Source: an optimization exercise on an open RTL-to-GDS flow (aim: small area, a short achievable clock period and few clock cycles). Production flows keep margins and buffers that such runs may drop. Only simulation tests tie the RTL to the original design; equivalence was not proved. Power is estimated from default activity; no workload was simulated.

// exec_unit
module exec_unit (
	input logic clk,
	input logic rst_n,
	input logic in_valid,
	output logic in_ready,
	input exec_pkg::issue_t in,
	output logic out_valid,
	input logic out_ready,
	output exec_pkg::result_t out,
	output logic mem_req_valid,
	output exec_pkg::mem_req_t mem_req,
	input logic mem_req_ready,
	input logic mem_rsp_valid,
	input logic [exec_pkg::xlen-1:0] mem_rdata
);
	logic r_res;             
	logic r_mreq;            
	logic [31:0] r_q;        
	logic [31:0] r_p;        
	logic r_we;              
	logic r_jump;
	logic r_shift;           
	logic r_st;              
	logic r_byte;            
	logic r_half;            
	logic r_uns;             
	logic [1:0] r_off;       
	logic s_res;             
	logic s_lw;              
	logic s_rmw;             
	logic s_wr;              
	logic [31:0] s_q;        
	logic [31:0] s_p;        
	logic s_we;
	logic s_jump;
	logic s_byte;
	logic s_half;
	logic s_uns;
	logic [1:0] s_off;
	logic [31:0] o_rd;
	logic [31:0] o_tgt;
	logic o_we;
	logic o_jump;
	logic is_mem;
	logic is_load;
	logic [31:0] res_rd;
	logic [31:0] res_tgt;
	logic res_we;
	logic res_jump;
	logic res_shift;
	logic [31:0] addr;
	logic a_byte, a_half, a_uns, a_st, a_sw;
	alu u_alu (.op(in.op), .rs1(in.rs1), .rs2(in.rs2), .imm(in.imm.value), .pc(in.pc),
		.is_mem(is_mem), .is_load(is_load), .is_byte(a_byte), .is_half(a_half),
		.is_uns(a_uns), .is_store(a_st), .is_sw(a_sw), .addr(addr),
		.rd_value(res_rd), .rd_we(res_we), .jump(res_jump), .jump_target(res_tgt),
		.is_shift(res_shift));
	logic [31:0] r_shifted;
	shift_tail u_sh (.part(r_q), .info(r_p[6:0]), .y(r_shifted));
	logic [31:0] load_value;
	logic [31:0] merged;
	lsu u_lsu (.rdata(mem_rdata), .wdata(s_q), .off(s_off), .is_byte(s_byte), .is_half(s_half),
		.is_uns(s_uns), .load_value(load_value), .merged(merged));
	logic o_free;            
	logic s_wreq;            
	logic s_wdone;           
	logic s_to_o;            
	logic s_keep;            
	logic s_free;            
	logic r_issue;           
	logic r_done;            
	logic r_move;            
	logic accept;
	assign o_free = !out_valid || out_ready;
	assign s_wreq = s_wr || (s_rmw && mem_rsp_valid);
	assign s_wdone = s_wreq && mem_req_ready;
	assign s_to_o = o_free && (s_res || (s_lw && mem_rsp_valid) || s_wdone);
  ...
For scale: about 3,000 cells after synthesis, ~220 flip-flops, about 340 I/O pins, about 24,000 um2 of cells after synthesis.
clock: 6.5 ns
lec_check: 0
cap_margin: 20
core_margin: 2
core_utilization: 35
setup_slack_margin: 2.5
slew_margin: 20
standard.sh (not shown) runs the stock make flow with config.mk's settings and CLKGATE_MAP_FILE= SYNTH_SCRIPT=/design/flow/synth_recipe.tcl, a recipe that flattens the netlist after the stock synthesis.
==> flow/flow/run.sh <==
#!/bin/bash
# Layout: the standard flow (standard.sh, unchanged synthesis and steps),
# except that the port buffers ORFS puts on every input and output are
# sky130_fd_sc_hd__buf_2 cells instead of the clkdlybuf4s50_1 delay cells
# buffer_ports picks on its own. The make output goes to flow_make.log here;
# each tool's own log is under orfs/logs/.
set -euo pipefail
export BUFFER_PORTS_ARGS="-buffer_cell sky130_fd_sc_hd__buf_2"
bash standard.sh > flow_make.log 2>&1
Testbench counts at the start, summed over its fixed seeds: cycles 3,300.
Then changed:
==> flow/flow/run.sh (replaced) <==
#!/bin/bash
# Layout: the standard flow (standard.sh, unchanged synthesis and steps),
# except that the port buffers ORFS puts on every input and output are
# sky130_fd_sc_hd__buf_1 cells instead of the clkdlybuf4s50_1 delay cells
# buffer_ports picks on its own. The make output goes to flow_make.log here;
# each tool's own log is under orfs/logs/.
set -euo pipefail
export BUFFER_PORTS_ARGS="-buffer_cell sky130_fd_sc_hd__buf_1"
bash standard.sh > flow_make.log 2>&1
--- a/flow/config.mk
+++ b/flow/config.mk
@@ -9,4 +9,5 @@
 export CORE_MARGIN = 2
 export CORE_UTILIZATION = 35
+export CTS_BUF_LIST = sky130_fd_sc_hd__clkbuf_8
 export SETUP_SLACK_MARGIN = 2.5
 export SLEW_MARGIN = 20
Result: The changed run finished clean; flip-flop and latch count is unchanged; critical path depth is unchanged; setup slack gets worse by 0.052 ns; synthesized area is unchanged; total power came out lower by 4.4%; first-iteration DRC count came out lower by 2.9%.
Then changed:
--- a/flow/config.mk
+++ b/flow/config.mk
@@ -10,4 +10,5 @@
 export CORE_UTILIZATION = 35
 export CTS_BUF_LIST = sky130_fd_sc_hd__clkbuf_8
-export SETUP_SLACK_MARGIN = 2.5
+export PLACE_DENSITY = 0.75
+export SETUP_SLACK_MARGIN = 2.4
 export SLEW_MARGIN = 20
Result: Die area is unchanged. Routed wire length falls by 3.2%. Worst setup slack loses 0.053 ns. First-iteration DRC count rises by 13%.
Then changed:
==> flow/flow/run.sh (replaced) <==
#!/bin/bash
# Layout: the standard flow (standard.sh, unchanged synthesis and steps),
# except that the port buffers ORFS puts on every input and output are
# sky130_fd_sc_hd__buf_2 cells instead of the clkdlybuf4s50_1 delay cells
# buffer_ports picks on its own. The make output goes to flow_make.log here;
# each tool's own log is under orfs/logs/.
set -euo pipefail
export BUFFER_PORTS_ARGS="-buffer_cell sky130_fd_sc_hd__buf_2"
bash standard.sh > flow_make.log 2>&1
--- a/flow/config.mk
+++ b/flow/config.mk
@@ -9,6 +9,4 @@
 export CORE_MARGIN = 2
 export CORE_UTILIZATION = 35
-export CTS_BUF_LIST = sky130_fd_sc_hd__clkbuf_8
-export PLACE_DENSITY = 0.75
-export SETUP_SLACK_MARGIN = 2.4
+export SETUP_SLACK_MARGIN = 2.0
 export SLEW_MARGIN = 20
The new run finished clean.
Register-to-register slack is worse by 0.19 ns.
Count of clock-buffer cells in the layout went down by 11.
Final area went down by 1.1%.
Critical path depth went up by 2.
Combinational power went down by about 2%.
Utilization went down by 0.46 points.
Routed wire length hardly moves.
Clock power went up by about 6%.
Worst hold slack is worse by 0.0036 ns.
Total power stays flat.
Then changed:
==> flow/flow/run.sh (replaced) <==
#!/bin/bash
# Layout: the standard flow (standard.sh, unchanged synthesis and steps),
# except that the port buffers ORFS puts on every input and output are
# sky130_fd_sc_hd__buf_1 cells instead of the clkdlybuf4s50_1 delay cells
# buffer_ports picks on its own. The make output goes to flow_make.log here;
# each tool's own log is under orfs/logs/.
set -euo pipefail
export BUFFER_PORTS_ARGS="-buffer_cell sky130_fd_sc_hd__buf_1"
bash standard.sh > flow_make.log 2>&1
Effect: The new run ran to the end with no violations; area after synthesis is unchanged; worst hold slack barely changes; power rises by 0.95%; sequential cell count does not change; global-route usage rises by 0.29 points; cell area falls by 0.83%; combinational power stays flat; non-clock buffer count rises by 13; fmax rises by 0.94%; routed wire length rises by 1.6%.

what the ideal ports hide:
The flow's constraints put no driver on any port. The routed layouts listed below were extracted and timed again, unchanged, in two steps.
Step 1: set_driving_cell puts a clkbuf_16 on clk and a buf_2 on each other input, an assumption about the parent block.
Step 2 times the ports against the registers' clock, not the clock port: input delays grow and output delays shrink by t, the midpoint of the rising clock arrivals with the driver on.
Slacks: ideal ports / drivers / drivers and shift; pairs: ideal ports / drivers.
| run | t (ns) | setup WS [ns] | worst setup path after step 2 | latest minus earliest clock arrival (ns) |
|---|---|---|---|---|
| the first run | 0.617 | 2.511 / 2.347 / 1.730 | input to register | 0.043 / 0.043 |
| the second run | 0.658 | 2.459 / 2.444 / 1.786 | input to register | 0.052 / 0.052 |
| the third run | 0.635 | 2.406 / 2.430 / 1.806 | input to register | 0.056 / 0.057 |
| the fourth run | 0.611 | 2.047 / 2.019 / 1.420 | input to register | 0.036 / 0.036 |
| the fifth run | 0.614 | 2.088 / 2.068 / 1.454 | input to register | 0.026 / 0.026 |
After both steps every run listed still meets setup and hold. For the first run, which loses most, drivers alone change the setup slack by -0.164 ns; drivers and shift together by -0.781 ns.
